From an optimization exercise on the open Yosys and OpenROAD flow, aimed at a short achievable clock period and few clock cycles per item; shortcuts taken in it are not production practice. The RTL was checked by simulation tests, not by an equivalence proof against the original design. Power is estimated from default activity; no workload was simulated.

run a:
==> flow/design.v (excerpt) <==
module triangle_strip_tessellator
#(
    parameter int MAX_STRIPS = MAX_STRIPS_DEF,
    parameter int COORD_BITS = COORD_BITS_DEF
)
(
    input  logic                  clk,
    input  logic                  rst_n,
    input  logic                  start,
    output logic                  busy,
    input  logic [VEC_BITS-1:0]   corner_bottom_left,
    input  logic [VEC_BITS-1:0]   corner_bottom_right,
    input  logic [VEC_BITS-1:0]   corner_top,
    input  logic [VEC_BITS-1:0]   normal_left,
    input  logic [VEC_BITS-1:0]   normal_right,
    input  logic [VEC_BITS-1:0]   normal_top,
    input  logic                  cfg_wr_en,
    input  logic [STRIP_BITS-1:0] cfg_wr_data,
    output logic                  vertex_valid,
    output logic [VEC_BITS-1:0]   vertex_position,
    output logic [VEC_BITS-1:0]   vertex_normal,
    output logic                  last_vertex
);
clock: 5.5 ns
lec_check: 0
abc_clock_period_in_ps: 1800
cap_margin: 20
core_margin: 2
core_utilization: 50
setup_slack_margin: 3.3
slew_margin: 20
run.sh (not shown) runs the stock make flow with config.mk's settings and CLKGATE_MAP_FILE= SYNTH_SCRIPT=/design/flow/synth_recipe.tcl, a recipe that flattens the netlist after the stock synthesis.
Testbench counts of run a, summed over its fixed seeds: cycles 9,948, vertices 9,852.
diff inputs: run a => run b
--- a/flow/design.v
+++ b/flow/design.v
@@ -2,15 +2,14 @@
     localparam int MAX_STRIPS_DEF = 10;
     localparam int COORD_BITS_DEF = 16;
     localparam int VEC_BITS    = 48;
     localparam int STRIP_BITS  = 4;
     localparam int REM_BITS    = 4;
     localparam int LANES       = 3;
     localparam int LEG_LANES   = 6;
-    localparam int DIV_SPC     = 1;
     localparam int SIDE_BITS_DEF = 6 * LANES * COORD_BITS_DEF;
     localparam int RES_BITS_DEF  = LEG_LANES * (COORD_BITS_DEF + REM_BITS + 2) + STRIP_BITS;
 endpackage
 import tst_pkg::*;
 module tst_front
 #(
     parameter int MAX_STRIPS = MAX_STRIPS_DEF,
@@ -95,15 +94,15 @@
             .b  (~{base_lane[CB-1], base_lane}),
             .ci (1'b1),
             .s  (diff),
             .co ()
         );
         always_ff @(posedge clk)
         begin
-            dp_reg <= {diff[CB], diff[CB-1:0] ^ {CB{diff[CB]}}};
+            dp_reg <= diff;
         end
         assign dp[j*(CB+1) +: CB+1] = dp_reg;
     end
 endmodule
 module tst_add
 #(
     parameter int W = 16
@@ -159,42 +158,43 @@
     output logic                            ready,
     output logic                            ready_next,
     output logic [6*LANES*COORD_BITS-1:0]   side_data,
     output logic [LEG_LANES*(COORD_BITS+REM_BITS+2)+STRIP_BITS-1:0] res_data
 );
     localparam int CB    = COORD_BITS;
     localparam int VW    = LANES * CB;
-    localparam int NCYC  = CB / (2 * DIV_SPC) - 1;
+    localparam int NCYC  = CB - 1;
     localparam int CYC_W = $clog2(NCYC + 1);
     localparam int R_OFF = LEG_LANES * CB;
     localparam int S_OFF = R_OFF + LEG_LANES * REM_BITS;
     localparam int N_OFF = S_OFF + LEG_LANES;
     localparam int F_OFF = N_OFF + STRIP_BITS;
     localparam int MAXN  = 10;
-    function automatic logic [MAXN+1:0] div4_step(input logic [MAXN-1:0] n_oh,
-                                                  input logic [MAXN-1:0] r_oh,
-                                                  input logic [1:0]      b);
+    function automatic logic [MAXN:0] div2_step(input logic [MAXN-1:0] n_oh,
+                                                input logic [MAXN-1:0] r_oh,
+                                                input logic            b);
         logic [MAXN-1:0] ro;
-        logic [1:0]      q;
+        logic            q;
         logic            hit;
         ro = '0;
-        q  = '0;
+        q  = 1'b0;
         for (int n = 1; n <= MAXN; n++)
         begin
             for (int r = 0; r < n; r++)
             begin
-                for (int bb = 0; bb < 4; bb++)
+                for (int bb = 0; bb < 2; bb++)
                 begin
-                    hit                  = n_oh[n-1] & r_oh[r] & (b == 2'(bb));
-                    ro[(4*r + bb) % n]   = ro[(4*r + bb) % n] | hit;
-                    q                    = q | ({2{hit}} & 2'((4*r + bb) / n));
+                    hit                = n_oh[n-1] & r_oh[r] & (b == 1'(bb));
+                    ro[(2*r + bb) % n] = ro[(2*r + bb) % n] | hit;
+                    if ((2*r + bb) >= n)
+                        q = q | hit;
                 end
             end
         end
-        div4_step = {ro, q};
+        div2_step = {ro, q};
     endfunction
     logic                  run_reg, ready_reg, first_reg, dividing, first_div;
     logic [CYC_W-1:0]      cyc_reg;
     logic [VW-1:0]         bl_reg, br_reg, tp_reg, nl_reg, nr_reg, nt_reg;
     logic [STRIP_BITS-1:0] n_reg;
     logic [MAXN-1:0]       n_oh_reg;
     assign ready      = ready_reg;
@@ -250,29 +250,26 @@
     begin : g_div
         logic [CB-1:0]       w_reg, w_in, w_step;
         logic [CB:0]         dp;
         logic [MAXN-1:0]     r_reg, r_in, r_step;
         logic [REM_BITS-1:0] r_bin;
         logic [MAXN:0]       r1_oh;
         logic                sg_reg;
-        logic [MAXN+1:0]     t;
+        logic [MAXN:0]       t;
         assign dp = dp_in[j*(CB+1) +: CB+1];
-        assign w_in = first_div ? dp[CB-1:0] : w_reg;
+        assign w_in = first_div ? (dp[CB-1:0] ^ {CB{dp[CB]}}) : w_reg;
         assign r_in = first_div ? MAXN'(1) : r_reg;
         always_comb
         begin
             t      = '0;
             w_step = w_in;
             r_step = r_in;
-            for (int k = 0; k < DIV_SPC; k++)
-            begin
-                t      = div4_step(n_oh_reg, r_step, w_step[CB-1 -: 2]);
-                r_step = t[MAXN+1:2];
-                w_step = {w_step[CB-3:0], t[1:0]};
-            end
+            t      = div2_step(n_oh_reg, r_step, w_step[CB-1]);
+            r_step = t[MAXN:1];
+            w_step = {w_step[CB-2:0], t[0]};
         end
         always_ff @(posedge clk)
         begin
             if (dividing)
             begin
                 w_reg <= w_step;
                 r_reg <= r_step;
Results
On global-route total usage across every layer: between run a and run b, it ends up higher for run a.
Taking run a as the reference, in run b number of signal-net buffers in the layout fell by 50%, first-iteration DRC count lost 3555, synthesized cell count lower.
Comparing run a and run b, the higher synthesized netlist net count was measured on run a.
Per the comparison of run b with run a, post-route fraction of the period consumed by the critical path did not really move; final core utilization lost 5.0 points; buffering overhead shrank by 5.3 points.
Between run a and run b, clock-buffer cell count is higher for run b, run a comes in under that.
Testbench counts of run b, summed over its fixed seeds: cycles 10,058, vertices 9,852.

* * *

triangle_strip_tessellator, a different RTL version from the one above (not shown whole).
For scale: roughly 7,000 cells after synthesis, about 400 I/O pins.
==> flow/design.v (excerpt) <==
module triangle_strip_tessellator
#(
    parameter int MAX_STRIPS = MAX_STRIPS_DEF,
    parameter int COORD_BITS = COORD_BITS_DEF
)
(
    input  logic                  clk,
    input  logic                  rst_n,
    input  logic                  start,
    output logic                  busy,
    input  logic [VEC_BITS-1:0]   corner_bottom_left,
    input  logic [VEC_BITS-1:0]   corner_bottom_right,
    input  logic [VEC_BITS-1:0]   corner_top,
    input  logic [VEC_BITS-1:0]   normal_left,
    input  logic [VEC_BITS-1:0]   normal_right,
    input  logic [VEC_BITS-1:0]   normal_top,
    input  logic                  cfg_wr_en,
    input  logic [STRIP_BITS-1:0] cfg_wr_data,
    output logic                  vertex_valid,
    output logic [VEC_BITS-1:0]   vertex_position,
    output logic [VEC_BITS-1:0]   vertex_normal,
    output logic                  last_vertex
);
export LEC_CHECK = 0
export ABC_CLOCK_PERIOD_IN_PS = 1800
export CAP_MARGIN = 20
export CORE_MARGIN = 2
export CORE_UTILIZATION = 50
export SETUP_SLACK_MARGIN = 3.3
export SLEW_MARGIN = 20
create_clock -name core_clock -period 5.5 [get_ports {clk}]
Testbench counts at the start, summed over its fixed seeds: cycles 10,058, vertices 9,852.
Next try:
--- a/flow/design.v
+++ b/flow/design.v
@@ -89,25 +89,25 @@
         logic [CB:0]   diff;
         tst_add #(
             .W (CB + 1)
         ) u_sub (
             .a  ({top_lane[CB-1], top_lane}),
             .b  (~{base_lane[CB-1], base_lane}),
             .ci (1'b1),
             .s  (diff),
             .co ()
         );
         always_ff @(posedge clk)
         begin
-            dp_reg <= diff;
+            dp_reg <= {diff[CB], diff[CB-1:0] ^ {CB{diff[CB]}}};
         end
         assign dp[j*(CB+1) +: CB+1] = dp_reg;
     end
 endmodule
 module tst_add
 #(
     parameter int W = 16
 )
 (
     input  logic [W-1:0] a,
     input  logic [W-1:0] b,
     input  logic         ci,
@@ -161,50 +161,51 @@
     output logic [LEG_LANES*(COORD_BITS+REM_BITS+2)+STRIP_BITS-1:0] res_data
 );
     localparam int CB    = COORD_BITS;
     localparam int VW    = LANES * CB;
     localparam int NCYC  = CB - 1;
     localparam int CYC_W = $clog2(NCYC + 1);
     localparam int R_OFF = LEG_LANES * CB;
     localparam int S_OFF = R_OFF + LEG_LANES * REM_BITS;
     localparam int N_OFF = S_OFF + LEG_LANES;
     localparam int F_OFF = N_OFF + STRIP_BITS;
     localparam int MAXN  = 10;
     function automatic logic [MAXN:0] div2_step(input logic [MAXN-1:0] n_oh,
-                                                input logic [MAXN-1:0] ge,
                                                 input logic [MAXN-1:0] r_oh,
                                                 input logic            b);
-        logic [2*MAXN-1:0] sel, gev;
-        logic [MAXN-1:0]   ro;
-        logic              q;
-        for (int v = 0; v < 2*MAXN; v++)
-        begin
-            sel[v] = r_oh[v/2] & (b == 1'(v % 2));
-            gev[v] = (v < MAXN) ? ge[v] : 1'b1;
-        end
-        q = |(sel & gev);
-        for (int x = 0; x < MAXN; x++)
-        begin
-            ro[x] = sel[x] & ~gev[x];
-            for (int v = x + 1; v < 2*MAXN; v++)
-                if (v - x <= MAXN)
-                    ro[x] = ro[x] | (sel[v] & n_oh[v-x-1]);
+        logic [MAXN-1:0] ro;
+        logic            q;
+        logic            hit;
+        ro = '0;
+        q  = 1'b0;
+        for (int n = 1; n <= MAXN; n++)
+        begin
+            for (int r = 0; r < n; r++)
+            begin
+                for (int bb = 0; bb < 2; bb++)
+                begin
+                    hit                = n_oh[n-1] & r_oh[r] & (b == 1'(bb));
+                    ro[(2*r + bb) % n] = ro[(2*r + bb) % n] | hit;
+                    if ((2*r + bb) >= n)
+                        q = q | hit;
+                end
+            end
         end
         div2_step = {ro, q};
     endfunction
     logic                  run_reg, ready_reg, first_reg, dividing, first_div;
     logic [CYC_W-1:0]      cyc_reg;
     logic [VW-1:0]         bl_reg, br_reg, tp_reg, nl_reg, nr_reg, nt_reg;
     logic [STRIP_BITS-1:0] n_reg;
-    logic [MAXN-1:0]       n_oh_reg, ge_reg;
+    logic [MAXN-1:0]       n_oh_reg;
     assign ready      = ready_reg;
     assign ready_next = (run_reg && cyc_reg == CYC_W'(NCYC)) || (ready_reg && !release_i);
     assign dividing  = run_reg;
     assign first_div = first_reg;
     always_ff @(posedge clk or negedge rst_n)
     begin
         if (!rst_n)
         begin
             run_reg   <= 1'b0;
             ready_reg <= 1'b0;
         end
         else if (acc)
@@ -231,50 +232,47 @@
     always_ff @(posedge clk)
     begin
         if (acc)
         begin
             bl_reg <= bl;
             br_reg <= br;
             tp_reg <= tp;
             nl_reg <= nl;
             nr_reg <= nr;
             nt_reg <= nt;
             n_reg  <= n_in;
             for (int i = 0; i < MAXN; i++)
-            begin
                 n_oh_reg[i] <= (n_in == STRIP_BITS'(i + 1));
-                ge_reg[i]   <= (STRIP_BITS'(i) >= n_in);
-            end
         end
     end
     assign side_data = {nt_reg, nr_reg, nl_reg, tp_reg, br_reg, bl_reg};
     assign res_data[N_OFF +: STRIP_BITS] = n_reg;
     for (genvar j = 0; j < LEG_LANES; j++)
     begin : g_div
         logic [CB-1:0]       w_reg, w_in, w_step;
         logic [CB:0]         dp;
         logic [MAXN-1:0]     r_reg, r_in, r_step;
         logic [REM_BITS-1:0] r_bin;
         logic [MAXN:0]       r1_oh;
         logic                sg_reg;
         logic [MAXN:0]       t;
         assign dp = dp_in[j*(CB+1) +: CB+1];
-        assign w_in = first_div ? (dp[CB-1:0] ^ {CB{dp[CB]}}) : w_reg;
+        assign w_in = first_div ? dp[CB-1:0] : w_reg;
         assign r_in = first_div ? MAXN'(1) : r_reg;
         always_comb
         begin
             t      = '0;
             w_step = w_in;
             r_step = r_in;
-            t      = div2_step(n_oh_reg, ge_reg, r_step, w_step[CB-1]);
+            t      = div2_step(n_oh_reg, r_step, w_step[CB-1]);
             r_step = t[MAXN:1];
             w_step = {w_step[CB-2:0], t[0]};
         end
         always_ff @(posedge clk)
         begin
             if (dividing)
             begin
                 w_reg <= w_step;
                 r_reg <= r_step;
             end
             if (first_div)
                 sg_reg <= dp[CB];
Outcome:
- power came out higher by 0.67%
- via count came out lower by 6.8%
- cell area came out higher by 0.87%
- combinational power goes up by about 2%
- critical path depth is higher by 6
- sequential share of layout area shrinks by 1.0 points
- register-to-register slack gets worse by 0.52 ns
- setup slack is worse by 0.21 ns
- routed wire length goes down by 5.1%
- count of clock-buffer cells in the layout fell by 13
- sequential cell count is lower by 20
- utilization increases by 2.2 points
Testbench counts after the change, summed over its fixed seeds: cycles 10,058, vertices 9,852.

[static timing again, ports no longer ideal]
Ports are ideal in the flow. The routed layouts listed here were re-timed in OpenROAD.
Step 1, drivers: a clkbuf_16 drives clk and a buf_2 each remaining input, both assumed.
Step 2, shift: input delay + t, output delay - t, t = (earliest + latest rising clock arrival at the registers) / 2. This alone moves slack from input paths to output paths.
a / b / c = ideal ports / drivers / drivers and shift; a / b = the first two.
run | shift t [ns] | setup slack, ns | worst setup path at the end | clock arrival spread, ns | cell pins on the clock port's net
run a | 0.918 | 2.794 / 2.794 / 2.102 | input to register | 0.058 / 0.059 | 1
run b | 0.898 | 2.793 / 2.793 / 2.365 | input to register | 0.051 / 0.050 | 1
the first run of note 2 | 0.920 | 2.946 / 2.853 / 2.141 | input to register | 0.038 / 0.038 | 1
the second run of note 2 | 0.905 | 2.736 / 2.736 / 2.050 | input to register | 0.037 / 0.038 | 1
After both steps setup and hold are still met in every run listed. For the first run of note 2, which loses most, drivers alone change the setup slack by -0.093 ns; drivers and shift together by -0.805 ns.
